This design comes from an exercise in tuning for small area, a short achievable clock period and few clock cycles on the open sky130 flow, not from production work.
No functional check of the RTL was part of any run shown here.
Power and IR drop assume default switching activity.

## flow/design.v

```verilog
module conv_rescaler #(
    parameter int NB_PIXEL = 19,
    parameter int NB_COUNT = 32,
    parameter int NB_OUT   = 8,
    parameter int NB_FRAC  = 16
) (
    input  logic                clock,
    input  logic                reset,
    input  logic                i_extremesValid,
    input  logic [NB_PIXEL-1:0] i_maxValue,
    input  logic [NB_PIXEL-1:0] i_minValue,
    input  logic [NB_COUNT-1:0] i_imageSize,
    input  logic                i_valid,
    input  logic [NB_PIXEL-1:0] i_convValue,
    output logic                o_ready,
    output logic [NB_OUT-1:0]   o_pixel,
    output logic                o_valid,
    output logic                o_endSignal
);
    localparam int NB_R     = NB_PIXEL;
    localparam int NB_SCALE = NB_OUT + NB_FRAC;           
    localparam int ND       = (NB_R + 2) / 2;             
    localparam int LC       = 10;                         
    localparam logic [NB_SCALE-1:0] DIVIDEND = {{NB_OUT{1'b1}}, {NB_FRAC{1'b0}}};
    logic                 busy_q, init_q, prep_q, div_q, run_q;
    logic                 init_d, prep_d, div_d, run_d;
    logic                 v0_q, l0_q, v1_q, l1_q, v2_q, l2_q, v3_q, e3_q;
    logic [NB_PIXEL:0]    c_q;        
    logic [NB_PIXEL-1:0]  min_q, max_q;
    logic                 gt_q;       
    logic                 lt_q;       
    logic                 rneg_q;     
    logic [NB_R-1:0]      range_q;
    logic [NB_COUNT-1:0]  count_q;    
    logic [NB_SCALE-1:0]  scale_q;
    logic [3*ND-2:0]      bd_q;       
    logic [NB_SCALE-1:LC] psa_q, psb_q, psc_q;
    logic                 pc1_q, pc2_q;
    logic [NB_OUT-1:0]    pixel_q;
    logic idle, accept, last_acc, lone_end, start;
    logic [NB_PIXEL:0]    delta;      
    logic                 d_neg, d_big, span_ok;   
    logic [NB_R-1:0]      d_clamp;
    logic [NB_R+1:0]      dx;         
    logic [ND-1:0]        b_one, b_two, b_neg;
    logic [NB_R-1:0]      rem_next;
    logic                 q_bit, dbit_next;
    logic [NB_R-1:0]      lead;       
    logic [NB_R-1:0]      rem_init;
    logic [NB_SCALE:0]    ra, rb, rc;
    logic [LC-1:0]        lo_s, lo_c;
    logic                 lo_co;
    logic [NB_SCALE-LC-1:0] hi_s, hi_c, hi_sum;
    logic [NB_COUNT-1:0]  count_dec;
    logic [NB_R:0]        dsum;
    logic                 dsub_c, gt, lt;
    assign idle     = !busy_q;
    assign accept   = i_valid && run_q;
    assign last_acc = accept && (count_q == NB_COUNT'(1));
    assign start    = idle && i_extremesValid;
    assign lone_end = start && (i_imageSize == '0);
    cr_add #(NB_PIXEL + 1) u_delta (
        .a(c_q), .b(~{min_q[NB_PIXEL-1], min_q}), .ci(1'b1),
        .s(delta), .co());
    assign d_neg   = lt_q;
    assign span_ok = !rneg_q && (range_q != '0);
    cr_cmp #(NB_PIXEL) u_gt (
        .a({~i_convValue[NB_PIXEL-1], i_convValue[NB_PIXEL-2:0]}),
        .b(~{~max_q[NB_PIXEL-1], max_q[NB_PIXEL-2:0]}), .ci(1'b0), .co(gt));
    assign d_big = gt_q;
    cr_cmp #(NB_PIXEL) u_lt (
        .a({~min_q[NB_PIXEL-1], min_q[NB_PIXEL-2:0]}),
        .b(~{~i_convValue[NB_PIXEL-1], i_convValue[NB_PIXEL-2:0]}), .ci(1'b0), .co(lt));
    always_comb begin
        d_clamp = delta[NB_R-1:0];
        if (d_neg)
            d_clamp = '0;
        else if (d_big)
            d_clamp = range_q;
    end
    assign dx = {1'b0, d_clamp, 1'b0};
    always_comb begin
        for (int r = 0; r < ND; r++) begin
            b_one[r] = dx[2*r+1] ^ dx[2*r];
            b_two[r] = (dx[2*r+2] && !dx[2*r+1] && !dx[2*r]) || (!dx[2*r+2] && dx[2*r+1] && dx[2*r]);
            b_neg[r] = dx[2*r+2];
        end
    end
    always_comb begin
        for (int i = 0; i < NB_R; i++) begin
            lead[i] = range_q[i];
            for (int j = i + 1; j < NB_R; j++)
                if (range_q[j]) lead[i] = 1'b0;
        end
        for (int i = 0; i < NB_R; i++) begin
            rem_init[i] = 1'b0;
            for (int j = i + 1; j <= i + NB_OUT && j < NB_R; j++)
                rem_init[i] = rem_init[i] | lead[j];
        end
    end
    cr_add #(NB_R + 1) u_div (.a(c_q), .b(~{1'b0, range_q}), .ci(1'b1), .s(dsum), .co(dsub_c));
    assign q_bit     = dsub_c;
    assign rem_next  = q_bit ? dsum[NB_R-1:0] : c_q[NB_R-1:0];
    assign dbit_next = (scale_q[NB_SCALE-2:NB_OUT-1] == '0);
    cr_add #(NB_COUNT) u_cnt (.a(count_q), .b('1), .ci(1'b0), .s(count_dec), .co());
    cr_mul u_mul (.a(scale_q), .one(bd_q[ND-1:0]), .two(bd_q[2*ND-1:ND]),
                  .neg({1'b0, bd_q[3*ND-2:2*ND]}), .ra(ra), .rb(rb), .rc(rc));
    assign lo_s = ra[LC-1:0] ^ rb[LC-1:0] ^ rc[LC-1:0];
    assign lo_c = (ra[LC-1:0] & rb[LC-1:0]) | (ra[LC-1:0] & rc[LC-1:0]) | (rb[LC-1:0] & rc[LC-1:0]);
    cr_cmp #(LC) u_lo (.a(lo_s), .b({lo_c[LC-2:0], 1'b0}), .ci(1'b0), .co(lo_co));
    assign hi_s = psa_q ^ psb_q ^ psc_q;
    assign hi_c = (psa_q & psb_q) | (psa_q & psc_q) | (psb_q & psc_q);
    cr_add #(NB_SCALE - LC) u_hi (.a(hi_s), .b({hi_c[NB_SCALE-LC-2:0], pc1_q}), .ci(pc2_q), .s(hi_sum), .co());
    assign init_d = start && !lone_end;
    assign prep_d = init_q;
    assign div_d  = (prep_q && span_ok) || (div_q && !scale_q[NB_SCALE-1]);
    assign run_d  = (prep_q && !span_ok) || (div_q && scale_q[NB_SCALE-1]) || (run_q && !last_acc);
    always_ff @(posedge clock or negedge reset) begin
        if (!reset) begin
            busy_q <= 1'b0;
            init_q <= 1'b0;
            prep_q <= 1'b0;
            div_q  <= 1'b0;
            run_q  <= 1'b0;
            v0_q   <= 1'b0;
            l0_q   <= 1'b0;
            v1_q   <= 1'b0;
            l1_q   <= 1'b0;
            v2_q   <= 1'b0;
            l2_q   <= 1'b0;
            v3_q   <= 1'b0;
            e3_q   <= 1'b0;
        end else begin
            busy_q <= init_d || prep_d || div_d || run_d;
            init_q <= init_d;
            prep_q <= prep_d;
            div_q  <= div_d;
            run_q  <= run_d;
            v0_q   <= accept;
            l0_q   <= last_acc;
            v1_q   <= v0_q;
            l1_q   <= l0_q;
            v2_q   <= v1_q;
            l2_q   <= v1_q && l1_q;
            v3_q   <= v2_q;
            e3_q   <= l2_q || lone_end;
        end
    end
    always_ff @(posedge clock) begin
        if (idle)
            c_q <= {i_maxValue[NB_PIXEL-1], i_maxValue};
        else if (prep_q)
            c_q <= {rem_init, (lead[NB_R-1:NB_OUT] == '0)};
        else if (div_q)
            c_q <= {rem_next, dbit_next};
        else
            c_q <= {i_convValue[NB_PIXEL-1], i_convValue};
        if (idle) begin
            min_q   <= i_minValue;
            max_q   <= i_maxValue;
            count_q <= i_imageSize;
        end else if (accept) begin
            count_q <= count_dec;
        end
        if (init_q)
            range_q <= delta[NB_R-1:0];
        if (prep_q)
            scale_q <= span_ok ? NB_SCALE'(lead) : '0;
        else if (div_q)
            scale_q <= {scale_q[NB_SCALE-2:0], q_bit};
        bd_q <= {b_neg[ND-2:0], b_two, b_one};
        gt_q <= gt;
        lt_q <= lt;
        if (init_q)
            rneg_q <= delta[NB_PIXEL];
        psa_q   <= ra[NB_SCALE-1:LC];
        psb_q   <= rb[NB_SCALE-1:LC];
        psc_q   <= rc[NB_SCALE-1:LC];
        pc1_q   <= lo_c[LC-1];
        pc2_q   <= lo_co;
        pixel_q <= hi_sum[NB_SCALE-LC-1:NB_FRAC-LC];
    end
    assign o_ready     = run_q;
    assign o_pixel     = pixel_q;
    assign o_valid     = v3_q;
    assign o_endSignal = e3_q;
endmodule
module cr_add #(
    parameter int W = 8
) (
    input  logic [W-1:0] a,
    input  logic [W-1:0] b,
    input  logic         ci,
    output logic [W-1:0] s,
    output logic         co
);
    localparam int L = $clog2(W + 1);
    localparam int N = 1 << L;
    logic [N-1:0] g, p, x;
    always_comb begin
        x = '0;
        g = '0;
        p = '0;
        x[W-1:0] = a ^ b;
        g[W-1:0] = a & b;
        p[W-1:0] = x[W-1:0];
        g[0] = g[0] | (p[0] & ci);
        for (int d = 0; d < L; d++)
            for (int i = (2 << d) - 1; i < N; i += (2 << d)) begin
                g[i] = g[i] | (p[i] & g[i - (1 << d)]);
                p[i] = p[i] & p[i - (1 << d)];
            end
        for (int d = L - 2; d >= 0; d--)
            for (int i = 3 * (1 << d) - 1; i < N; i += (2 << d)) begin
                g[i] = g[i] | (p[i] & g[i - (1 << d)]);
                p[i] = p[i] & p[i - (1 << d)];
            end
        s[0] = x[0] ^ ci;
        for (int i = 1; i < W; i++)
            s[i] = x[i] ^ g[i - 1];
        co = g[W - 1];
    end
endmodule
module cr_cmp #(
    parameter int W = 8
) (
    input  logic [W-1:0] a,
    input  logic [W-1:0] b,
    input  logic         ci,
    output logic         co
);
    localparam int L = $clog2(W + 1);
    localparam int N = 1 << L;
    logic [N-1:0] g, p;
    always_comb begin
        g = '0;
        p = '0;
        g[W-1:0] = a & b;
        p[W-1:0] = a | b;
        g[0] = g[0] | (p[0] & ci);
        for (int d = 0; d < L; d++)
            for (int i = (2 << d) - 1; i < N; i += (2 << d)) begin
                g[i] = g[i] | (p[i] & g[i - (1 << d)]);
                p[i] = p[i] & p[i - (1 << d)];
            end
        for (int d = L - 2; d >= 0; d--)
            for (int i = 3 * (1 << d) - 1; i < N; i += (2 << d)) begin
                g[i] = g[i] | (p[i] & g[i - (1 << d)]);
                p[i] = p[i] & p[i - (1 << d)];
            end
        co = g[W - 1];
    end
endmodule
module cr_mul (input logic [23:0] a, input logic [9:0] one, input logic [9:0] two, input logic [9:0] neg, output logic [24:0] ra, output logic [24:0] rb, output logic [24:0] rc);
wire pp1;
wire pp2;
wire pp3;
wire pp4;
wire pp5;
wire pp6;
wire pp7;
wire pp8;
wire pp9;
wire pp10;
wire pp11;
wire pp12;
wire pp13;
wire pp14;
wire pp15;
wire pp16;
wire pp17;
wire pp18;
wire pp19;
wire pp20;
wire pp21;
wire pp22;
wire pp23;
wire pp24;
wire pp25;
wire pp26;
wire pp27;
wire pp28;
wire pp29;
wire pp30;
wire pp31;
wire pp32;
wire pp33;
wire pp34;
wire pp35;
wire pp36;
wire pp37;
wire pp38;
wire pp39;
wire pp40;
wire pp41;
wire pp42;
wire pp43;
wire pp44;
wire pp45;
wire pp46;
wire pp47;
wire pp48;
wire pp49;
wire pp50;
wire pp51;
wire pp52;
wire pp53;
wire pp54;
wire pp55;
wire pp56;
wire pp57;
wire pp58;
wire pp59;
wire pp60;
wire pp61;
wire pp62;
wire pp63;
wire pp64;
wire pp65;
wire pp66;
wire pp67;
wire pp68;
wire pp69;
wire pp70;
wire pp71;
wire pp72;
wire pp73;
wire pp74;
wire pp75;
wire pp76;
wire pp77;
wire pp78;
wire pp79;
wire pp80;
wire pp81;
wire pp82;
wire pp83;
wire pp84;
wire pp85;
wire pp86;
wire pp87;
wire pp88;
wire pp89;
wire pp90;
wire pp91;
wire pp92;
wire pp93;
wire pp94;
wire pp95;
wire pp96;
wire pp97;
wire pp98;
wire pp99;
wire pp100;
wire pp101;
wire pp102;
wire pp103;
wire pp104;
wire pp105;
wire pp106;
wire pp107;
wire pp108;
wire pp109;
wire pp110;
wire pp111;
wire pp112;
wire pp113;
wire pp114;
wire pp115;
wire pp116;
wire pp117;
wire pp118;
wire pp119;
wire pp120;
wire pp121;
wire pp122;
wire pp123;
wire pp124;
wire pp125;
wire pp126;
wire pp127;
wire pp128;
wire pp129;
wire pp130;
wire pp131;
wire pp132;
wire pp133;
wire pp134;
wire pp135;
wire pp136;
wire pp137;
wire pp138;
wire pp139;
wire pp140;
wire pp141;
wire pp142;
wire pp143;
wire pp144;
wire pp145;
wire pp146;
wire pp147;
wire pp148;
wire pp149;
wire pp150;
wire pp151;
wire pp152;
wire pp153;
wire pp154;
wire pp155;
wire pp156;
wire pp157;
wire pp158;
wire pp159;
wire pp160;
wire s161;
wire c162;
wire s163;
wire c164;
wire s165;
wire c166;
wire s167;
wire c168;
wire s169;
wire c170;
wire s171;
wire c172;
wire s173;
wire c174;
wire s175;
wire c176;
wire s177;
wire c178;
wire s179;
wire c180;
wire s181;
wire c182;
wire s183;
wire c184;
wire s185;
wire c186;
wire s187;
wire c188;
wire s189;
wire c190;
wire s191;
wire c192;
wire s193;
wire c194;
wire s195;
wire c196;
wire s197;
wire c198;
wire s199;
wire c200;
wire s201;
wire c202;
wire s203;
wire c204;
wire s205;
wire c206;
wire s207;
wire c208;
wire s209;
wire c210;
wire s211;
wire c212;
wire s213;
wire c214;
wire s215;
wire c216;
wire s217;
wire c218;
wire s219;
wire c220;
wire s221;
wire c222;
wire s223;
wire c224;
wire s225;
wire c226;
wire s227;
wire c228;
wire s229;
wire c230;
wire s231;
wire c232;
wire s233;
wire c234;
wire s235;
wire c236;
wire s237;
wire c238;
wire s239;
wire c240;
wire s241;
wire c242;
wire s243;
wire c244;
wire s245;
wire c246;
wire s247;
wire c248;
wire s249;
wire c250;
wire s251;
wire c252;
wire s253;
wire c254;
wire s255;
wire c256;
wire s257;
wire c258;
wire s259;
wire c260;
wire s261;
wire c262;
wire s263;
wire c264;
wire s265;
wire c266;
wire s267;
wire c268;
wire s269;
wire c270;
wire s271;
wire c272;
wire s273;
wire c274;
wire s275;
wire c276;
wire s277;
wire c278;
wire s279;
wire c280;
wire s281;
wire c282;
wire s283;
wire c284;
wire s285;
wire c286;
wire s287;
wire c288;
wire s289;
wire c290;
wire s291;
wire c292;
wire s293;
wire c294;
wire s295;
wire c296;
wire s297;
wire c298;
wire s299;
wire c300;
wire s301;
wire c302;
wire s303;
wire c304;
wire s305;
wire c306;
wire s307;
wire c308;
wire s309;
wire c310;
wire s311;
wire c312;
wire s313;
wire c314;
wire s315;
wire c316;
wire s317;
wire c318;
wire s319;
wire c320;
wire s321;
wire c322;
wire s323;
wire c324;
wire s325;
wire c326;
wire s327;
wire c328;
wire s329;
wire c330;
wire s331;
wire c332;
wire s333;
wire c334;
wire s335;
wire c336;
wire s337;
wire c338;
wire s339;
wire c340;
wire s341;
wire c342;
wire s343;
wire c344;
wire s345;
wire c346;
wire s347;
wire c348;
wire s349;
wire c350;
wire s351;
wire c352;
wire s353;
wire c354;
wire s355;
wire c356;
wire x357;
wire x358;
wire x359;
wire x360;
wire x361;
wire x362;
wire x363;
wire x364;
wire x365;
wire x366;
wire x367;
wire x368;
wire x369;
wire x370;
assign pp1 = ((one[0] & a[0])) ^ neg[0];
assign pp2 = ((one[0] & a[1]) | (two[0] & a[0])) ^ neg[0];
assign pp3 = ((one[0] & a[2]) | (two[0] & a[1])) ^ neg[0];
assign pp4 = ((one[0] & a[3]) | (two[0] & a[2])) ^ neg[0];
assign pp5 = ((one[0] & a[4]) | (two[0] & a[3])) ^ neg[0];
assign pp6 = ((one[0] & a[5]) | (two[0] & a[4])) ^ neg[0];
assign pp7 = ((one[0] & a[6]) | (two[0] & a[5])) ^ neg[0];
assign pp8 = ((one[0] & a[7]) | (two[0] & a[6])) ^ neg[0];
assign pp9 = ((one[0] & a[8]) | (two[0] & a[7])) ^ neg[0];
assign pp10 = ((one[0] & a[9]) | (two[0] & a[8])) ^ neg[0];
assign pp11 = ((one[0] & a[10]) | (two[0] & a[9])) ^ neg[0];
assign pp12 = ((one[0] & a[11]) | (two[0] & a[10])) ^ neg[0];
assign pp13 = ((one[0] & a[12]) | (two[0] & a[11])) ^ neg[0];
assign pp14 = ((one[0] & a[13]) | (two[0] & a[12])) ^ neg[0];
assign pp15 = ((one[0] & a[14]) | (two[0] & a[13])) ^ neg[0];
assign pp16 = ((one[0] & a[15]) | (two[0] & a[14])) ^ neg[0];
assign pp17 = ((one[0] & a[16]) | (two[0] & a[15])) ^ neg[0];
assign pp18 = ((one[0] & a[17]) | (two[0] & a[16])) ^ neg[0];
assign pp19 = ((one[0] & a[18]) | (two[0] & a[17])) ^ neg[0];
assign pp20 = ((one[0] & a[19]) | (two[0] & a[18])) ^ neg[0];
assign pp21 = ((one[0] & a[20]) | (two[0] & a[19])) ^ neg[0];
assign pp22 = ((one[0] & a[21]) | (two[0] & a[20])) ^ neg[0];
assign pp23 = ((one[0] & a[22]) | (two[0] & a[21])) ^ neg[0];
assign pp24 = ((one[0] & a[23]) | (two[0] & a[22])) ^ neg[0];
assign pp25 = ((two[0] & a[23])) ^ neg[0];
assign pp26 = ((one[1] & a[0])) ^ neg[1];
assign pp27 = ((one[1] & a[1]) | (two[1] & a[0])) ^ neg[1];
assign pp28 = ((one[1] & a[2]) | (two[1] & a[1])) ^ neg[1];
assign pp29 = ((one[1] & a[3]) | (two[1] & a[2])) ^ neg[1];
assign pp30 = ((one[1] & a[4]) | (two[1] & a[3])) ^ neg[1];
assign pp31 = ((one[1] & a[5]) | (two[1] & a[4])) ^ neg[1];
assign pp32 = ((one[1] & a[6]) | (two[1] & a[5])) ^ neg[1];
assign pp33 = ((one[1] & a[7]) | (two[1] & a[6])) ^ neg[1];
assign pp34 = ((one[1] & a[8]) | (two[1] & a[7])) ^ neg[1];
assign pp35 = ((one[1] & a[9]) | (two[1] & a[8])) ^ neg[1];
assign pp36 = ((one[1] & a[10]) | (two[1] & a[9])) ^ neg[1];
assign pp37 = ((one[1] & a[11]) | (two[1] & a[10])) ^ neg[1];
assign pp38 = ((one[1] & a[12]) | (two[1] & a[11])) ^ neg[1];
assign pp39 = ((one[1] & a[13]) | (two[1] & a[12])) ^ neg[1];
assign pp40 = ((one[1] & a[14]) | (two[1] & a[13])) ^ neg[1];
assign pp41 = ((one[1] & a[15]) | (two[1] & a[14])) ^ neg[1];
assign pp42 = ((one[1] & a[16]) | (two[1] & a[15])) ^ neg[1];
assign pp43 = ((one[1] & a[17]) | (two[1] & a[16])) ^ neg[1];
assign pp44 = ((one[1] & a[18]) | (two[1] & a[17])) ^ neg[1];
assign pp45 = ((one[1] & a[19]) | (two[1] & a[18])) ^ neg[1];
assign pp46 = ((one[1] & a[20]) | (two[1] & a[19])) ^ neg[1];
assign pp47 = ((one[1] & a[21]) | (two[1] & a[20])) ^ neg[1];
assign pp48 = ((one[1] & a[22]) | (two[1] & a[21])) ^ neg[1];
assign pp49 = ((one[2] & a[0])) ^ neg[2];
assign pp50 = ((one[2] & a[1]) | (two[2] & a[0])) ^ neg[2];
assign pp51 = ((one[2] & a[2]) | (two[2] & a[1])) ^ neg[2];
assign pp52 = ((one[2] & a[3]) | (two[2] & a[2])) ^ neg[2];
assign pp53 = ((one[2] & a[4]) | (two[2] & a[3])) ^ neg[2];
assign pp54 = ((one[2] & a[5]) | (two[2] & a[4])) ^ neg[2];
assign pp55 = ((one[2] & a[6]) | (two[2] & a[5])) ^ neg[2];
assign pp56 = ((one[2] & a[7]) | (two[2] & a[6])) ^ neg[2];
assign pp57 = ((one[2] & a[8]) | (two[2] & a[7])) ^ neg[2];
assign pp58 = ((one[2] & a[9]) | (two[2] & a[8])) ^ neg[2];
assign pp59 = ((one[2] & a[10]) | (two[2] & a[9])) ^ neg[2];
assign pp60 = ((one[2] & a[11]) | (two[2] & a[10])) ^ neg[2];
assign pp61 = ((one[2] & a[12]) | (two[2] & a[11])) ^ neg[2];
assign pp62 = ((one[2] & a[13]) | (two[2] & a[12])) ^ neg[2];
assign pp63 = ((one[2] & a[14]) | (two[2] & a[13])) ^ neg[2];
assign pp64 = ((one[2] & a[15]) | (two[2] & a[14])) ^ neg[2];
assign pp65 = ((one[2] & a[16]) | (two[2] & a[15])) ^ neg[2];
assign pp66 = ((one[2] & a[17]) | (two[2] & a[16])) ^ neg[2];
assign pp67 = ((one[2] & a[18]) | (two[2] & a[17])) ^ neg[2];
assign pp68 = ((one[2] & a[19]) | (two[2] & a[18])) ^ neg[2];
assign pp69 = ((one[2] & a[20]) | (two[2] & a[19])) ^ neg[2];
assign pp70 = ((one[3] & a[0])) ^ neg[3];
assign pp71 = ((one[3] & a[1]) | (two[3] & a[0])) ^ neg[3];
assign pp72 = ((one[3] & a[2]) | (two[3] & a[1])) ^ neg[3];
assign pp73 = ((one[3] & a[3]) | (two[3] & a[2])) ^ neg[3];
assign pp74 = ((one[3] & a[4]) | (two[3] & a[3])) ^ neg[3];
assign pp75 = ((one[3] & a[5]) | (two[3] & a[4])) ^ neg[3];
assign pp76 = ((one[3] & a[6]) | (two[3] & a[5])) ^ neg[3];
assign pp77 = ((one[3] & a[7]) | (two[3] & a[6])) ^ neg[3];
assign pp78 = ((one[3] & a[8]) | (two[3] & a[7])) ^ neg[3];
assign pp79 = ((one[3] & a[9]) | (two[3] & a[8])) ^ neg[3];
assign pp80 = ((one[3] & a[10]) | (two[3] & a[9])) ^ neg[3];
assign pp81 = ((one[3] & a[11]) | (two[3] & a[10])) ^ neg[3];
assign pp82 = ((one[3] & a[12]) | (two[3] & a[11])) ^ neg[3];
assign pp83 = ((one[3] & a[13]) | (two[3] & a[12])) ^ neg[3];
assign pp84 = ((one[3] & a[14]) | (two[3] & a[13])) ^ neg[3];
assign pp85 = ((one[3] & a[15]) | (two[3] & a[14])) ^ neg[3];
assign pp86 = ((one[3] & a[16]) | (two[3] & a[15])) ^ neg[3];
assign pp87 = ((one[3] & a[17]) | (two[3] & a[16])) ^ neg[3];
assign pp88 = ((one[3] & a[18]) | (two[3] & a[17])) ^ neg[3];
assign pp89 = ((one[4] & a[0])) ^ neg[4];
assign pp90 = ((one[4] & a[1]) | (two[4] & a[0])) ^ neg[4];
assign pp91 = ((one[4] & a[2]) | (two[4] & a[1])) ^ neg[4];
assign pp92 = ((one[4] & a[3]) | (two[4] & a[2])) ^ neg[4];
assign pp93 = ((one[4] & a[4]) | (two[4] & a[3])) ^ neg[4];
assign pp94 = ((one[4] & a[5]) | (two[4] & a[4])) ^ neg[4];
assign pp95 = ((one[4] & a[6]) | (two[4] & a[5])) ^ neg[4];
assign pp96 = ((one[4] & a[7]) | (two[4] & a[6])) ^ neg[4];
assign pp97 = ((one[4] & a[8]) | (two[4] & a[7])) ^ neg[4];
assign pp98 = ((one[4] & a[9]) | (two[4] & a[8])) ^ neg[4];
assign pp99 = ((one[4] & a[10]) | (two[4] & a[9])) ^ neg[4];
assign pp100 = ((one[4] & a[11]) | (two[4] & a[10])) ^ neg[4];
assign pp101 = ((one[4] & a[12]) | (two[4] & a[11])) ^ neg[4];
assign pp102 = ((one[4] & a[13]) | (two[4] & a[12])) ^ neg[4];
assign pp103 = ((one[4] & a[14]) | (two[4] & a[13])) ^ neg[4];
assign pp104 = ((one[4] & a[15]) | (two[4] & a[14])) ^ neg[4];
assign pp105 = ((one[4] & a[16]) | (two[4] & a[15])) ^ neg[4];
assign pp106 = ((one[5] & a[0])) ^ neg[5];
assign pp107 = ((one[5] & a[1]) | (two[5] & a[0])) ^ neg[5];
assign pp108 = ((one[5] & a[2]) | (two[5] & a[1])) ^ neg[5];
assign pp109 = ((one[5] & a[3]) | (two[5] & a[2])) ^ neg[5];
assign pp110 = ((one[5] & a[4]) | (two[5] & a[3])) ^ neg[5];
assign pp111 = ((one[5] & a[5]) | (two[5] & a[4])) ^ neg[5];
assign pp112 = ((one[5] & a[6]) | (two[5] & a[5])) ^ neg[5];
assign pp113 = ((one[5] & a[7]) | (two[5] & a[6])) ^ neg[5];
assign pp114 = ((one[5] & a[8]) | (two[5] & a[7])) ^ neg[5];
assign pp115 = ((one[5] & a[9]) | (two[5] & a[8])) ^ neg[5];
assign pp116 = ((one[5] & a[10]) | (two[5] & a[9])) ^ neg[5];
assign pp117 = ((one[5] & a[11]) | (two[5] & a[10])) ^ neg[5];
assign pp118 = ((one[5] & a[12]) | (two[5] & a[11])) ^ neg[5];
assign pp119 = ((one[5] & a[13]) | (two[5] & a[12])) ^ neg[5];
assign pp120 = ((one[5] & a[14]) | (two[5] & a[13])) ^ neg[5];
assign pp121 = ((one[6] & a[0])) ^ neg[6];
assign pp122 = ((one[6] & a[1]) | (two[6] & a[0])) ^ neg[6];
assign pp123 = ((one[6] & a[2]) | (two[6] & a[1])) ^ neg[6];
assign pp124 = ((one[6] & a[3]) | (two[6] & a[2])) ^ neg[6];
assign pp125 = ((one[6] & a[4]) | (two[6] & a[3])) ^ neg[6];
assign pp126 = ((one[6] & a[5]) | (two[6] & a[4])) ^ neg[6];
assign pp127 = ((one[6] & a[6]) | (two[6] & a[5])) ^ neg[6];
assign pp128 = ((one[6] & a[7]) | (two[6] & a[6])) ^ neg[6];
assign pp129 = ((one[6] & a[8]) | (two[6] & a[7])) ^ neg[6];
assign pp130 = ((one[6] & a[9]) | (two[6] & a[8])) ^ neg[6];
assign pp131 = ((one[6] & a[10]) | (two[6] & a[9])) ^ neg[6];
assign pp132 = ((one[6] & a[11]) | (two[6] & a[10])) ^ neg[6];
assign pp133 = ((one[6] & a[12]) | (two[6] & a[11])) ^ neg[6];
assign pp134 = ((one[7] & a[0])) ^ neg[7];
assign pp135 = ((one[7] & a[1]) | (two[7] & a[0])) ^ neg[7];
assign pp136 = ((one[7] & a[2]) | (two[7] & a[1])) ^ neg[7];
assign pp137 = ((one[7] & a[3]) | (two[7] & a[2])) ^ neg[7];
assign pp138 = ((one[7] & a[4]) | (two[7] & a[3])) ^ neg[7];
assign pp139 = ((one[7] & a[5]) | (two[7] & a[4])) ^ neg[7];
assign pp140 = ((one[7] & a[6]) | (two[7] & a[5])) ^ neg[7];
assign pp141 = ((one[7] & a[7]) | (two[7] & a[6])) ^ neg[7];
assign pp142 = ((one[7] & a[8]) | (two[7] & a[7])) ^ neg[7];
assign pp143 = ((one[7] & a[9]) | (two[7] & a[8])) ^ neg[7];
assign pp144 = ((one[7] & a[10]) | (two[7] & a[9])) ^ neg[7];
assign pp145 = ((one[8] & a[0])) ^ neg[8];
assign pp146 = ((one[8] & a[1]) | (two[8] & a[0])) ^ neg[8];
assign pp147 = ((one[8] & a[2]) | (two[8] & a[1])) ^ neg[8];
assign pp148 = ((one[8] & a[3]) | (two[8] & a[2])) ^ neg[8];
assign pp149 = ((one[8] & a[4]) | (two[8] & a[3])) ^ neg[8];
assign pp150 = ((one[8] & a[5]) | (two[8] & a[4])) ^ neg[8];
assign pp151 = ((one[8] & a[6]) | (two[8] & a[5])) ^ neg[8];
assign pp152 = ((one[8] & a[7]) | (two[8] & a[6])) ^ neg[8];
assign pp153 = ((one[8] & a[8]) | (two[8] & a[7])) ^ neg[8];
assign pp154 = (one[9] & a[0]);
assign pp155 = (one[9] & a[1]) | (two[9] & a[0]);
assign pp156 = (one[9] & a[2]) | (two[9] & a[1]);
assign pp157 = (one[9] & a[3]) | (two[9] & a[2]);
assign pp158 = (one[9] & a[4]) | (two[9] & a[3]);
assign pp159 = (one[9] & a[5]) | (two[9] & a[4]);
assign pp160 = (one[9] & a[6]) | (two[9] & a[5]);
assign s161 = pp17 ^ pp40;
assign c162 = pp17 & pp40;
assign s163 = pp18 ^ pp41;
assign c164 = pp18 & pp41;
assign s165 = pp19 ^ pp42 ^ pp63;
assign c166 = (pp19 & pp42) | (pp19 & pp63) | (pp42 & pp63);
assign s167 = pp20 ^ pp43 ^ pp64;
assign c168 = (pp20 & pp43) | (pp20 & pp64) | (pp43 & pp64);
assign s169 = pp21 ^ pp44 ^ pp65;
assign c170 = (pp21 & pp44) | (pp21 & pp65) | (pp44 & pp65);
assign s171 = pp22 ^ pp45 ^ pp66;
assign c172 = (pp22 & pp45) | (pp22 & pp66) | (pp45 & pp66);
assign s173 = pp23 ^ pp46 ^ pp67;
assign c174 = (pp23 & pp46) | (pp23 & pp67) | (pp46 & pp67);
assign s175 = pp24 ^ pp47 ^ pp68;
assign c176 = (pp24 & pp47) | (pp24 & pp68) | (pp47 & pp68);
assign s177 = pp11 ^ pp34;
assign c178 = pp11 & pp34;
assign s179 = pp12 ^ pp35;
assign c180 = pp12 & pp35;
assign s181 = pp13 ^ pp36 ^ pp57;
assign c182 = (pp13 & pp36) | (pp13 & pp57) | (pp36 & pp57);
assign s183 = pp76 ^ pp93;
assign c184 = pp76 & pp93;
assign s185 = pp14 ^ pp37 ^ pp58;
assign c186 = (pp14 & pp37) | (pp14 & pp58) | (pp37 & pp58);
assign s187 = pp77 ^ pp94;
assign c188 = pp77 & pp94;
assign s189 = pp15 ^ pp38 ^ pp59;
assign c190 = (pp15 & pp38) | (pp15 & pp59) | (pp38 & pp59);
assign s191 = pp78 ^ pp95 ^ pp110;
assign c192 = (pp78 & pp95) | (pp78 & pp110) | (pp95 & pp110);
assign s193 = pp123 ^ pp134;
assign c194 = pp123 & pp134;
assign s195 = pp16 ^ pp39 ^ pp60;
assign c196 = (pp16 & pp39) | (pp16 & pp60) | (pp39 & pp60);
assign s197 = pp79 ^ pp96 ^ pp111;
assign c198 = (pp79 & pp96) | (pp79 & pp111) | (pp96 & pp111);
assign s199 = pp124 ^ pp135;
assign c200 = pp124 & pp135;
assign s201 = pp61 ^ pp80 ^ pp97;
assign c202 = (pp61 & pp80) | (pp61 & pp97) | (pp80 & pp97);
assign s203 = pp112 ^ pp125 ^ pp136;
assign c204 = (pp112 & pp125) | (pp112 & pp136) | (pp125 & pp136);
assign s205 = pp145 ^ neg[8] ^ s161;
assign c206 = (pp145 & neg[8]) | (pp145 & s161) | (neg[8] & s161);
assign s207 = pp62 ^ pp81 ^ pp98;
assign c208 = (pp62 & pp81) | (pp62 & pp98) | (pp81 & pp98);
assign s209 = pp113 ^ pp126 ^ pp137;
assign c210 = (pp113 & pp126) | (pp113 & pp137) | (pp126 & pp137);
assign s211 = pp146 ^ s163 ^ c162;
assign c212 = (pp146 & s163) | (pp146 & c162) | (s163 & c162);
assign s213 = pp82 ^ pp99 ^ pp114;
assign c214 = (pp82 & pp99) | (pp82 & pp114) | (pp99 & pp114);
assign s215 = pp127 ^ pp138 ^ pp147;
assign c216 = (pp127 & pp138) | (pp127 & pp147) | (pp138 & pp147);
assign s217 = pp154 ^ s165 ^ c164;
assign c218 = (pp154 & s165) | (pp154 & c164) | (s165 & c164);
assign s219 = pp83 ^ pp100 ^ pp115;
assign c220 = (pp83 & pp100) | (pp83 & pp115) | (pp100 & pp115);
assign s221 = pp128 ^ pp139 ^ pp148;
assign c222 = (pp128 & pp139) | (pp128 & pp148) | (pp139 & pp148);
assign s223 = pp155 ^ s167 ^ c166;
assign c224 = (pp155 & s167) | (pp155 & c166) | (s167 & c166);
assign s225 = pp84 ^ pp101 ^ pp116;
assign c226 = (pp84 & pp101) | (pp84 & pp116) | (pp101 & pp116);
assign s227 = pp129 ^ pp140 ^ pp149;
assign c228 = (pp129 & pp140) | (pp129 & pp149) | (pp140 & pp149);
assign s229 = pp156 ^ s169 ^ c168;
assign c230 = (pp156 & s169) | (pp156 & c168) | (s169 & c168);
assign s231 = pp85 ^ pp102 ^ pp117;
assign c232 = (pp85 & pp102) | (pp85 & pp117) | (pp102 & pp117);
assign s233 = pp130 ^ pp141 ^ pp150;
assign c234 = (pp130 & pp141) | (pp130 & pp150) | (pp141 & pp150);
assign s235 = pp157 ^ s171 ^ c170;
assign c236 = (pp157 & s171) | (pp157 & c170) | (s171 & c170);
assign s237 = pp86 ^ pp103 ^ pp118;
assign c238 = (pp86 & pp103) | (pp86 & pp118) | (pp103 & pp118);
assign s239 = pp131 ^ pp142 ^ pp151;
assign c240 = (pp131 & pp142) | (pp131 & pp151) | (pp142 & pp151);
assign s241 = pp158 ^ s173 ^ c172;
assign c242 = (pp158 & s173) | (pp158 & c172) | (s173 & c172);
assign s243 = pp87 ^ pp104 ^ pp119;
assign c244 = (pp87 & pp104) | (pp87 & pp119) | (pp104 & pp119);
assign s245 = pp132 ^ pp143 ^ pp152;
assign c246 = (pp132 & pp143) | (pp132 & pp152) | (pp143 & pp152);
assign s247 = pp159 ^ s175 ^ c174;
assign c248 = (pp159 & s175) | (pp159 & c174) | (s175 & c174);
assign s249 = pp7 ^ pp30;
assign c250 = pp7 & pp30;
assign s251 = pp8 ^ pp31;
assign c252 = pp8 & pp31;
assign s253 = pp9 ^ pp32 ^ pp53;
assign c254 = (pp9 & pp32) | (pp9 & pp53) | (pp32 & pp53);
assign s255 = pp72 ^ pp89;
assign c256 = pp72 & pp89;
assign s257 = pp10 ^ pp33 ^ pp54;
assign c258 = (pp10 & pp33) | (pp10 & pp54) | (pp33 & pp54);
assign s259 = pp73 ^ pp90;
assign c260 = pp73 & pp90;
assign s261 = pp55 ^ pp74 ^ pp91;
assign c262 = (pp55 & pp74) | (pp55 & pp91) | (pp74 & pp91);
assign s263 = pp106 ^ neg[5] ^ s177;
assign c264 = (pp106 & neg[5]) | (pp106 & s177) | (neg[5] & s177);
assign s265 = pp56 ^ pp75 ^ pp92;
assign c266 = (pp56 & pp75) | (pp56 & pp92) | (pp75 & pp92);
assign s267 = pp107 ^ s179 ^ c178;
assign c268 = (pp107 & s179) | (pp107 & c178) | (s179 & c178);
assign s269 = pp108 ^ pp121 ^ neg[6];
assign c270 = (pp108 & pp121) | (pp108 & neg[6]) | (pp121 & neg[6]);
assign s271 = s181 ^ s183 ^ c180;
assign c272 = (s181 & s183) | (s181 & c180) | (s183 & c180);
assign s273 = pp109 ^ pp122 ^ s185;
assign c274 = (pp109 & pp122) | (pp109 & s185) | (pp122 & s185);
assign s275 = s187 ^ c182 ^ c184;
assign c276 = (s187 & c182) | (s187 & c184) | (c182 & c184);
assign s277 = neg[7] ^ s189 ^ s191;
assign c278 = (neg[7] & s189) | (neg[7] & s191) | (s189 & s191);
assign s279 = s193 ^ c186 ^ c188;
assign c280 = (s193 & c186) | (s193 & c188) | (c186 & c188);
assign s281 = s195 ^ s197 ^ s199;
assign c282 = (s195 & s197) | (s195 & s199) | (s197 & s199);
assign s283 = c190 ^ c192 ^ c194;
assign c284 = (c190 & c192) | (c190 & c194) | (c192 & c194);
assign s285 = s201 ^ s203 ^ s205;
assign c286 = (s201 & s203) | (s201 & s205) | (s203 & s205);
assign s287 = c196 ^ c198 ^ c200;
assign c288 = (c196 & c198) | (c196 & c200) | (c198 & c200);
assign s289 = s207 ^ s209 ^ s211;
assign c290 = (s207 & s209) | (s207 & s211) | (s209 & s211);
assign s291 = c202 ^ c204 ^ c206;
assign c292 = (c202 & c204) | (c202 & c206) | (c204 & c206);
assign s293 = s213 ^ s215 ^ s217;
assign c294 = (s213 & s215) | (s213 & s217) | (s215 & s217);
assign s295 = c208 ^ c210 ^ c212;
assign c296 = (c208 & c210) | (c208 & c212) | (c210 & c212);
assign s297 = s219 ^ s221 ^ s223;
assign c298 = (s219 & s221) | (s219 & s223) | (s221 & s223);
assign s299 = c214 ^ c216 ^ c218;
assign c300 = (c214 & c216) | (c214 & c218) | (c216 & c218);
assign s301 = s225 ^ s227 ^ s229;
assign c302 = (s225 & s227) | (s225 & s229) | (s227 & s229);
assign s303 = c220 ^ c222 ^ c224;
assign c304 = (c220 & c222) | (c220 & c224) | (c222 & c224);
assign s305 = s231 ^ s233 ^ s235;
assign c306 = (s231 & s233) | (s231 & s235) | (s233 & s235);
assign s307 = c226 ^ c228 ^ c230;
assign c308 = (c226 & c228) | (c226 & c230) | (c228 & c230);
assign s309 = s237 ^ s239 ^ s241;
assign c310 = (s237 & s239) | (s237 & s241) | (s239 & s241);
assign s311 = c232 ^ c234 ^ c236;
assign c312 = (c232 & c234) | (c232 & c236) | (c234 & c236);
assign s313 = s243 ^ s245 ^ s247;
assign c314 = (s243 & s245) | (s243 & s247) | (s245 & s247);
assign s315 = c238 ^ c240 ^ c242;
assign c316 = (c238 & c240) | (c238 & c242) | (c240 & c242);
assign s317 = pp5 ^ pp28;
assign c318 = pp5 & pp28;
assign s319 = pp6 ^ pp29;
assign c320 = pp6 & pp29;
assign s321 = pp51 ^ pp70 ^ neg[3];
assign c322 = (pp51 & pp70) | (pp51 & neg[3]) | (pp70 & neg[3]);
assign s323 = pp52 ^ pp71 ^ s251;
assign c324 = (pp52 & pp71) | (pp52 & s251) | (pp71 & s251);
assign s325 = neg[4] ^ s253 ^ s255;
assign c326 = (neg[4] & s253) | (neg[4] & s255) | (s253 & s255);
assign s327 = s257 ^ s259 ^ c254;
assign c328 = (s257 & s259) | (s257 & c254) | (s259 & c254);
assign s329 = s261 ^ s263 ^ c258;
assign c330 = (s261 & s263) | (s261 & c258) | (s263 & c258);
assign s331 = s265 ^ s267 ^ c262;
assign c332 = (s265 & s267) | (s265 & c262) | (s267 & c262);
assign s333 = s269 ^ s271 ^ c266;
assign c334 = (s269 & s271) | (s269 & c266) | (s271 & c266);
assign s335 = s273 ^ s275 ^ c270;
assign c336 = (s273 & s275) | (s273 & c270) | (s275 & c270);
assign s337 = s277 ^ s279 ^ c274;
assign c338 = (s277 & s279) | (s277 & c274) | (s279 & c274);
assign s339 = s281 ^ s283 ^ c278;
assign c340 = (s281 & s283) | (s281 & c278) | (s283 & c278);
assign s341 = s285 ^ s287 ^ c282;
assign c342 = (s285 & s287) | (s285 & c282) | (s287 & c282);
assign s343 = s289 ^ s291 ^ c286;
assign c344 = (s289 & s291) | (s289 & c286) | (s291 & c286);
assign s345 = s293 ^ s295 ^ c290;
assign c346 = (s293 & s295) | (s293 & c290) | (s295 & c290);
assign s347 = s297 ^ s299 ^ c294;
assign c348 = (s297 & s299) | (s297 & c294) | (s299 & c294);
assign s349 = s301 ^ s303 ^ c298;
assign c350 = (s301 & s303) | (s301 & c298) | (s303 & c298);
assign s351 = s305 ^ s307 ^ c302;
assign c352 = (s305 & s307) | (s305 & c302) | (s307 & c302);
assign s353 = s309 ^ s311 ^ c306;
assign c354 = (s309 & s311) | (s309 & c306) | (s311 & c306);
assign s355 = s313 ^ s315 ^ c310;
assign c356 = (s313 & s315) | (s313 & c310) | (s315 & c310);
assign x357 = pp25 ^ pp48;
assign x358 = pp69 ^ pp88;
assign x359 = pp105 ^ pp120;
assign x360 = pp133 ^ pp144;
assign x361 = pp153 ^ pp160;
assign x362 = x357 ^ x358;
assign x363 = x359 ^ x360;
assign x364 = x361 ^ x362;
assign x365 = x363 ^ c176;
assign x366 = c244 ^ c246;
assign x367 = x364 ^ x365;
assign x368 = x366 ^ x367;
assign x369 = c248 ^ x368;
assign x370 = x369 ^ c314;
assign ra = {c316, c312, c308, c304, c300, c296, c292, c288, c284, c280, c276, c272, c268, c264, c260, c256, c252, c250, s249, pp50, pp49, pp4, pp3, pp2, pp1};
assign rb = {x370, s355, s353, s351, s349, s347, s345, s343, s341, s339, s337, s335, s333, s331, s329, s327, s325, s323, s321, s319, neg[2], pp27, pp26, 1'b0, neg[0]};
assign rc = {c356, c354, c352, c350, c348, c346, c344, c342, c340, c338, c336, c334, c332, c330, c328, c326, c324, c322, c320, c318, s317, 1'b0, neg[1], 1'b0, 1'b0};
endmodule
```

## flow/flow/run.sh

```bash
#!/bin/bash
# Standard layout, with the port buffers made from the smallest plain buffer, a clock tree
# of clkbuf_8 buffers without dummy loads, and timing repair aiming 3.0 ns below the clock period.
set -euo pipefail
export BUFFER_PORTS_ARGS="-buffer_cell sky130_fd_sc_hd__buf_1"
export CTS_ARGS="-sink_clustering_enable -repair_clock_nets -dont_use_dummy_load -buf_list {sky130_fd_sc_hd__clkbuf_8}"
export SETUP_SLACK_MARGIN=6.0
bash standard.sh > standard_flow.log 2>&1
```

## flow/standard.sh

```bash
#!/bin/bash
# synth_recipe.tcl (not shown) runs the flow's synth.tcl, then flattens the netlist and writes it again
# the make line also repeats each setting of config.mk as NAME=value (left out here)
make -C /OpenROAD-flow-scripts/flow DESIGN_CONFIG=/design/flow/config.mk WORK_HOME=/design/flow/orfs CLKGATE_MAP_FILE= SYNTH_SCRIPT=/design/flow/synth_recipe.tcl "${@:-finish}"
```

## flow/config.mk

```make
export PLATFORM = sky130hd
export DESIGN_NAME = conv_rescaler
export DESIGN_NICKNAME = conv_rescaler
export VERILOG_FILES = /design/flow/design.v
export SDC_FILE = /design/flow/constraint.sdc
export NUM_CORES = 4
export LEC_CHECK = 0
export ABC_CLOCK_PERIOD_IN_PS = 3500
export CAP_MARGIN = 20
export CORE_MARGIN = 2
export CORE_UTILIZATION = 40
export SLEW_MARGIN = 20
```

## flow/constraint.sdc

```tcl
create_clock -name core_clock -period 9.0 [get_ports {clock}]
set_input_delay 1.8000 -clock core_clock [delete_from_list [all_inputs] [get_ports {clock}]]
set_output_delay 1.8000 -clock core_clock [all_outputs]
set_load 0.01 [all_outputs]
```

==> results of run 1 <==
==> power by group through the flow <==
stage	registers (mW)	clock network, mW	logic (mW)
after floorplan	1.38	0	1.45
after global placement	1.44	0	1.78
after detailed placement	1.45	0	1.84
after CTS	1.43	0.846	1.93
after global routing	1.45	0.890	2.27
final	1.43	0.818	1.95
==> stage by stage <==
| step | hold slack, ns | util, % | std cells | setup WS, ns | power, mW |
|---|---|---|---|---|---|
| 5_1_grt | 0.3549 | 47.85 | 2287 | 5.260 | 4.616 |
| 4_1_cts | 0.3472 | 46.15 | 2256 | 5.361 | 4.209 |
| 3_5_place_dp | 0.3347 | 42.58 | 2148 | 5.236 | 3.291 |
| 3_3_place_gp | 0.3343 | 42.58 | 2148 | 5.313 | 3.226 |
| 2_1_floorplan | 0.3312 | - | 1600 | 5.558 | 2.831 |
| 6_report | 0.3464 | 47.85 | 2287 | 5.439 | 4.195 |
==> flip-flops by register name (all words and copies together), names as in the netlist, 8 cells and up <==
signal and flops:
range_q 19, psa_q 14, pixel_q 8, count_q 32, max_q 19, psc_q 14
c_q 20, bd_q 29, psb_q 14, min_q 19, scale_q 24
==> layer usage <==
| layer | global-route usage (%) | wire length [um] | vias to the layer above |
|---|---|---|---|
| li1 | - | - | 5900 |
| met1 | 27.27 | 19070 | 6227 |
| met2 | 34.49 | 20620 | 383 |
| met3 | 4.037 | 2425 | 93 |
| met4 | 8.444 | 1470 | 0 |
| met5 | 0 | 0 | - |
==> worst min path at each step <==
stage / startpoint / end / cells after the start
6_report: l0_q / l1_q / 0
5_1_grt: l0_q / l1_q / 0
4_1_cts: l0_q / l1_q / 0
3_5_place_dp: l0_q / l1_q / 0
3_3_place_gp: v0_q / v1_q / 0
2_1_floorplan: l0_q / l1_q / 0
==> Yosys cell counts, drive strengths merged, types with 4 or more instances <==
library cell,instances,share of area (%)
ha,80,6.1
nand3,13,0.40
o2bb2ai,4,0.21
inv,155,3.6
nor2b,12,0.46
xor2,94,5.0
buf,17,0.44
or3,4,0.18
mux2i,18,1.1
nand2,64,1.5
o211ai,5,0.23
dfxtp,103,13
clkbuf,84,1.9
a21oi,55,1.7
nand3b,6,0.28
nor3b,5,0.26
a221oi,8,0.43
xnor2,108,5.8
a22o,4,0.21
nand4,10,0.38
nand2b,12,0.46
and3,4,0.15
a31oi,4,0.24
nor3,24,0.76
mux2,14,0.96
o221ai,8,0.43
and2,8,0.31
nor2,90,2.1
maj3,16,0.98
fa,114,14
edfxtp,114,21
a21o,12,0.55
a211oi,12,0.55
o22ai,14,0.54
o21ai,84,2.6
o31ai,4,0.18
nor4,20,0.86
or4,5,0.25
a22oi,143,6.6
dfrtp,13,2.0
==> cells by family (layout without fill, tap and decap cells) <==
kind of cell             after synthesis  count (layout)  synth area share, %
AO/OA/AOI/OAI                        385             385                15.98
flip-flops                           230             230                35.50
XOR/XNOR                             202             202                10.81
AND/OR/NAND/NOR                      284             284                8.675
buffers and inverters                257             412                5.939
multiplexers                          32              32                2.064
adder cells (fa/ha/maj)              210             210                21.03
==> cell type report <==
class / count / share of cell area (%)
clock buffer: 43 / 3.043
inverter: 156 / 3.011
sequential: 230 / 30.03
tap: 532 / 3.423
timing repair buffer: 213 / 6.981
multi-input combinational: 1113 / 53.52
==> what timing repair did <==
action,4_1_cts,5_1_grt
resized for setup,92,99
setup endpoints to repair,74,79
endpoints found under the hold margin,0,0
setup buffers,64,31
gates cloned,1,0
pin swaps,59,42
==> impl_metrics.env, run 1 <==
export IMPL_post_cts_hold_buffer_count=0
export IMPL_floorplan_die_width_um=206.3
export IMPL_edff_count_synth=114
export IMPL_dpl_cell_area_um2=17310
export IMPL_port_buffer_count=103
export IMPL_remaining_drc_errors=0
export IMPL_slowest_delay_ns=0.52
export IMPL_p_switching_mw=1.524
export IMPL_max_freq_ghz=0.2808
export IMPL_flop_to_flop_setup_slack_ns=5.44
export IMPL_multi_input_comb_area_um2=10410
export IMPL_share_comb_of_total_power_pct=46.4
export IMPL_area_delta_synth_final_pct=18.80
export IMPL_p_sw_share_pct=36.33
export IMPL_cpMaxStageDelayCell="or4b_4"
export IMPL_ys_types=75
export IMPL_tns_ns=0
export IMPL_layout_filler_cells=3791
export IMPL_num_io_pins=104
export IMPL_vias_per_cell=5.511
export IMPL_timing_critical_path_cells="ha_4, inv_2, fa_2, a21o_1, a22o_1, or4b_4, nand3_4, a211oi_4, or3_4, fa_2, xor2_2, nor2_2, a211oi_2, buf_4, buf_6, xor2_1"
export IMPL_pwr_density_cell_nw_per_um2=215.7
export IMPL_regToRegEndpoint="bd_q[8]"
export IMPL_worst_clock_skew_ns=0.05446
export IMPL_cp_arrival_ns=4.00
export IMPL_globalplace_congestion=0.8607
export IMPL_final_setup_viol_count=0
export IMPL_grt_antenna_before_repair=0
export IMPL_final_antenna_net_count=0
export IMPL_cp_top_family="simple AND/OR/NAND/NOR gates"
export IMPL_critPathMostFrequentCell="fa_2"
export IMPL_layout_common_cells="inv_1 (146), a22oi_1 (119), edfxtp_1 (114), buf_1 (102), xnor2_1 (101)"
export IMPL_antennaDiodeCount=0
export IMPL_slew_limit_headroom_pct=35.47
export IMPL_worst_endpoint_required_ns=9.44
export IMPL_grt_pass1_wl_um=69910
export IMPL_postLayoutCellArea_um2=19450
export IMPL_crit_path_start_kind="flip-flop"
export IMPL_grt_start_max_net_pins=67
export IMPL_synth_fp_nets=1887
export IMPL_critical_path_cell_count=16
export IMPL_post_route_min_period_ns=3.561
export IMPL_design_die_area_um2=42560
export IMPL_max_cap_viol_count=0
export IMPL_timing_critical_path_buf_inv=3
export IMPL_grt_overflow=0
export IMPL_layout_area_seq_um2=5839
export IMPL_hpwlAfterDp_um=29990
export IMPL_rows=74
export IMPL_cts_reportedPaths_clkPinSlew_ns=0.05
export IMPL_die_height_um=206.3
export IMPL_power_report_internal_total_mw=2.671
export IMPL_final_hold_violation_count=0
export IMPL_seq_area_frac_synth_pct=35.50
export IMPL_routed_via_count=12600
export IMPL_fraction_of_layout_cells_with_a_size_suffix_above_1_pct=20.06
export IMPL_postSynth_asyncResetShare_pct=5.652
export IMPL_number_of_nets_in_the_layout=2044
export IMPL_power_frac_seq_pct=34.1
export IMPL_root_buffer="clkbuf_8"
export IMPL_p_clk_share_pct=19.5
export IMPL_min_period_over_period_pct=39.57
export IMPL_critPathCaptureType="flip-flop"
export IMPL_rsz0062_at_grt="yes"
export IMPL_worstSkewPairLatency_ns=0.61
export IMPL_crit_path_start="min_q[0]"
export IMPL_routed_wirelength_um=43580
export IMPL_worstSetupPathType="flip-flop to flip-flop"
export IMPL_power_leakage_nw=7.634
export IMPL_detail_route_first_pass_iterations=6
export IMPL_clk_path_buf_depth=3
export IMPL_regToRegStartpoint="min_q[0]"
export IMPL_grt_pass1_vias=13080
export IMPL_detailedRoute_firstIterationViolations=764
export IMPL_post_synth_instance_area_um2=16370
export IMPL_synth_seq_cells=230
export IMPL_dominantRegCellSynth="edfxtp_1"
export IMPL_overall_fraction_of_global_route_tracks_in_use_pct=21.01
export IMPL_yosys_warnings=6
export IMPL_timing_critical_path_to="bd_q[8]"
export IMPL_outcome="complete, no violations"
export IMPL_path_max_fanout=6
export IMPL_tritoncts="built"
export IMPL_routed_wire_length_per_instance_um=19.06
export IMPL_layout_commonest_cell="inv_1"
export IMPL_htree_levels=2
export IMPL_cts_sink_count=230
export IMPL_cts_buffers_inserted=43
export IMPL_slew_at_the_pin_closest_to_its_max_slew_limit_ns=0.9644
export IMPL_syn_instance_count=1600
export IMPL_floorplan_core_area_um2=40650
export IMPL_hold_class="flip-flop to flip-flop"
export IMPL_synth_avg_cell_area_um2=10.23
export IMPL_initial_core_util_pct=40.27
export IMPL_rr_worst_depth=16
export IMPL_slew_viols_final=0
export IMPL_ir_worst_vdd_v=0.0001138
==> inputs of run 2 (changes only) <==
==> flow/flow/run.sh (replaced) <==
#!/bin/bash
# Standard layout, with the port buffers made from the smallest plain buffer, a clock tree
# of clkbuf_8 buffers without dummy loads, and timing repair aiming 2.5 ns below the clock period.
set -euo pipefail
export BUFFER_PORTS_ARGS="-buffer_cell sky130_fd_sc_hd__buf_1"
export CTS_ARGS="-sink_clustering_enable -repair_clock_nets -dont_use_dummy_load -buf_list {sky130_fd_sc_hd__clkbuf_8}"
export SETUP_SLACK_MARGIN=6.5
bash standard.sh > standard_flow.log 2>&1
==> run 2 against run 1 <==
Net effect:
- die area unchanged
- sequential cell count did not move
- clock skew rose by 0.011 ns
- clock power rose by 1%
- clock-buffer cell count did not move
- routed wire length grew 8.9%
- power grew 2.1%
- hold slack lost 0.0017 ns
- cell area grew 6.5%
- first-iteration DRC count rose by 38%
- synthesized cell count stayed put
==> impl_metrics.env, run 2 <==
export IMPL_share_comb_of_total_power_pct=47.4
export IMPL_netlist_top_cells_count="inv_1 (154), a22oi_1 (143), edfxtp_1 (114), fa_1 (114), xnor2_1 (108)"
export IMPL_number_of_nets_in_the_layout=2107
export IMPL_regToRegEndpoint="bd_q[18]"
export IMPL_pwr_density_cell_nw_per_um2=206.7
export IMPL_antennaDiodeCount=0
export IMPL_clk_path_buf_depth=3
export IMPL_seq_area_frac_synth_pct=35.50
export IMPL_cell_with_the_most_instances_after_synthesis="inv_1"
export IMPL_port_buffer_count=103
export IMPL_hpwlAfterDp_um=30640
export IMPL_worst_endpoint_required_ns=9.52
export IMPL_power_leakage_nw=8.109
export IMPL_grt_pass1_wl_um=74070
export IMPL_worst_clock_skew_ns=0.06570
export IMPL_ir_worst_vdd_v=0.0001238
export IMPL_p_clk_share_pct=19.3
export IMPL_detailedRoute_firstIterationViolations=1054
export IMPL_syn_instance_count=1600
export IMPL_cpMaxStageDelayCell="or4b_4"
export IMPL_layout_common_cells="inv_1 (136), buf_4 (117), edfxtp_1 (114), xnor2_1 (98), a22oi_1 (95)"
export IMPL_edff_count_synth=114
export IMPL_cts_reportedPaths_clkPinSlew_ns=0.06
export IMPL_p_switching_mw=1.568
export IMPL_floorplan_die_width_um=206.3
export IMPL_slew_at_the_pin_closest_to_its_max_slew_limit_ns=0.9843
export IMPL_synth_avg_cell_area_um2=10.23
export IMPL_ys_types=75
export IMPL_yosys_warnings=6
export IMPL_p_sw_share_pct=36.61
export IMPL_postSynth_asyncResetShare_pct=5.652
export IMPL_critPathCaptureType="flip-flop"
export IMPL_globalplace_congestion=0.8933
export IMPL_tns_ns=0
export IMPL_vias_per_cell=5.598
export IMPL_rsz0062_at_grt="yes"
export IMPL_largest_register="count_q"
export IMPL_rows=74
export IMPL_flop_to_flop_setup_slack_ns=5.40
export IMPL_power_report_internal_total_mw=2.715
export IMPL_crit_path_start_kind="flip-flop"
export IMPL_floorplan_core_area_um2=40650
export IMPL_slew_viols_final=0
export IMPL_remaining_drc_errors=0
export IMPL_num_io_pins=104
export IMPL_worstSkewPairLatency_ns=0.61
export IMPL_routed_wire_length_per_instance_um=20.19
export IMPL_cp_top_family="simple AND/OR/NAND/NOR gates"
export IMPL_grt_antenna_before_repair=0
export IMPL_slowest_delay_ns=0.51
export IMPL_critPathMostFrequentCell="fa_2"
export IMPL_detail_route_first_pass_iterations=6
export IMPL_synth_seq_cells=230
export IMPL_grt_pass1_vias=13570
export IMPL_number_of_placed_instances_taps_included=2155
export IMPL_stdcell_count=2350
export IMPL_timing_critical_path_buf_inv=2
export IMPL_cts_buffers_inserted=43
export IMPL_design_die_area_um2=42560
export IMPL_rr_worst_depth=16
export IMPL_final_hold_violation_count=0
export IMPL_cts_sink_count=230
export IMPL_routed_via_count=13160
export IMPL_outcome="complete, no violations"
export IMPL_fraction_of_layout_cells_with_a_size_suffix_above_1_pct=29.21
export IMPL_hold_start="v0_q"
export IMPL_initial_core_util_pct=40.27
export IMPL_regToRegStartpoint="min_q[0]"
export IMPL_max_freq_ghz=0.2781
export IMPL_grt_start_max_net_pins=82
export IMPL_routed_wirelength_um=47460
export IMPL_final_antenna_net_count=0
export IMPL_dominantRegCellSynth="edfxtp_1"
export IMPL_min_period_over_period_pct=39.96
export IMPL_post_route_min_period_ns=3.596
export IMPL_path_max_fanout=4
export IMPL_max_cap_viol_count=0
export IMPL_grt_overflow=0
export IMPL_layout_commonest_cell="inv_1"
export IMPL_final_setup_viol_count=0
export IMPL_htree_levels=2
export IMPL_worstHoldPathCells=0
export IMPL_hold_class="flip-flop to flip-flop"
export IMPL_synth_fp_nets=1887
export IMPL_whs_endpoint="v1_q"
export IMPL_die_height_um=206.3
export IMPL_root_buffer="clkbuf_8"
export IMPL_worstSetupPathType="flip-flop to flip-flop"
export IMPL_post_cts_hold_buffer_count=0
export IMPL_synthDominantAreaCellType="edfxtp_1"
export IMPL_layout_filler_cells=3607
export IMPL_biggestRegsByFlops="count_q x32, bd_q x29, scale_q x24"
export IMPL_post_synth_instance_area_um2=16370
export IMPL_cp_arrival_ns=4.12
export IMPL_overall_fraction_of_global_route_tracks_in_use_pct=22.41
export IMPL_yosys_top_cells_area="edfxtp_1 (21%), fa_1 (14%), dfxtp_1 (13%)"
export IMPL_power_frac_seq_pct=33.3
export IMPL_slew_limit_headroom_pct=34.38
export IMPL_area_delta_synth_final_pct=26.57
export IMPL_tritoncts="built"
export IMPL_yosys_area_top_type_share_pct=20.91
export IMPL_timing_critical_path_cells="ha_4, inv_2, fa_2, a21o_1, a22o_1, or4b_4, nand3_4, a211oi_4, or3_1, fa_2, xor2_2, nor2_1, a211oi_2, buf_4, nand3b_1, o21ai_1"
export IMPL_largest_register_ffs=32
run 2: cell counts after synthesis:
No cell type changed its count.
run 2: layout make-up:
type | count | area, um^2 | area share (%)
Multi-Input combinational cell | 1114 | 10930 | 52.76
Sequential cell | 230 | 5839 | 28.18
Timing Repair Buffer | 275 | 2101 | 10.14
Tap cell | 532 | 665.6 | 3.213
Clock buffer | 43 | 591.8 | 2.856
Inverter | 156 | 590.6 | 2.850
run 2: power by group through the flow:
stage | Sequential [mW] | Clock, mW | Combinational [mW]
global route | 1.44 | 0.897 | 2.36
global placement | 1.44 | 0 | 1.82
finish | 1.42 | 0.828 | 2.03
floorplan | 1.38 | 0 | 1.48
detailed placement | 1.45 | 0 | 1.88
CTS | 1.42 | 0.850 | 2.00
run 2: cell families (layout without fill, tap and decap cells):
kind of cell	after synthesis	after routing	synth area share, %
compound gates	385	385	15.98
buf+inv	257	474	5.939
fa+ha+maj	210	210	21.03
simple gates	284	285	8.675
flops	230	230	35.50
xor+xnor	202	202	10.81
mux	32	32	2.064
run 2: worst register-to-register path: stages (launching register included):
cell and delay (ns):
edfxtp_1 0.39, ha_4 0.14, inv_2 0.03, fa_2 0.35
a21o_1 0.18, a22o_1 0.20, or4b_4 0.51, nand3_4 0.11
a211oi_4 0.07, or3_1 0.35, fa_2 0.37, xor2_2 0.15
nor2_1 0.07, a211oi_2 0.27, buf_4 0.18, nand3b_1 0.07
o21ai_1 0.07
run 2: metrics by stage:
step,worst slack [ns],area (um^2),total power [mW],hold WS (ns),utilization (%)
after global routing,5.281,20720,4.701,0.3519,50.97
after detailed placement,5.238,17620,3.322,0.3364,43.34
after floorplan,5.558,17120,2.865,0.3312,-
after CTS,5.368,19770,4.271,0.3478,48.64
after global placement,5.287,17620,3.256,0.3341,43.34
final,5.404,20720,4.283,0.3448,50.97
run 2: worst max-delay path by stage:
stage,from,endpoint,slack [ns],cells after the start
after global routing,psa_q[10],pixel_q[7],5.28,14
after CTS,psa_q[10],pixel_q[7],5.37,14
after detailed placement,min_q[0],bd_q[17],5.24,15
final,min_q[0],bd_q[18],5.40,16
after floorplan,psa_q[10],pixel_q[7],5.56,14
after global placement,i_convValue[0],gt_q,5.29,9
run 2: timing repair:
action                     CTS  global route
setup endpoints to repair  141           141
pin swaps                  108            99
buffers inserted           105            43
gates cloned                 3             1
gates resized for setup    168           168
run 2: routing by layer:
metal  global-route usage (%)  share of wire (%)
met1                    29.31                 42
met5                        0                  0
met2                    36.45                 47
met4                    9.464                4.0
met3                    4.084                6.7

==> port drivers added, routing unchanged <==
Ports are ideal in the flow. The routed layouts listed here were re-timed in OpenROAD.
Step 1 sets driving cells, clkbuf_16 on the clock port and buf_2 on the other inputs (assumed; they add their load-dependent delay and slew).
Step 2, shift: input delay + t, output delay - t, t = (earliest + latest rising clock arrival at the registers) / 2. This alone moves slack from input paths to output paths.
Slacks: ideal ports / drivers / drivers and shift; pairs: ideal ports / drivers.
| run | shift t [ns] | setup slack, ns | clock arrival spread, ns | worst register clock-pin slew, ns |
|---|---|---|---|---|
| run 1 | 0.629 | 5.439 / 5.439 / 5.427 | 0.057 / 0.057 | 0.07 / 0.07 |
| run 2 | 0.631 | 5.404 / 5.404 / 5.404 | 0.065 / 0.066 | 0.06 / 0.06 |
After both steps every run listed still meets setup and hold. For run 1, which loses most, drivers alone change the setup slack by 0.000 ns; drivers and shift together by -0.012 ns.
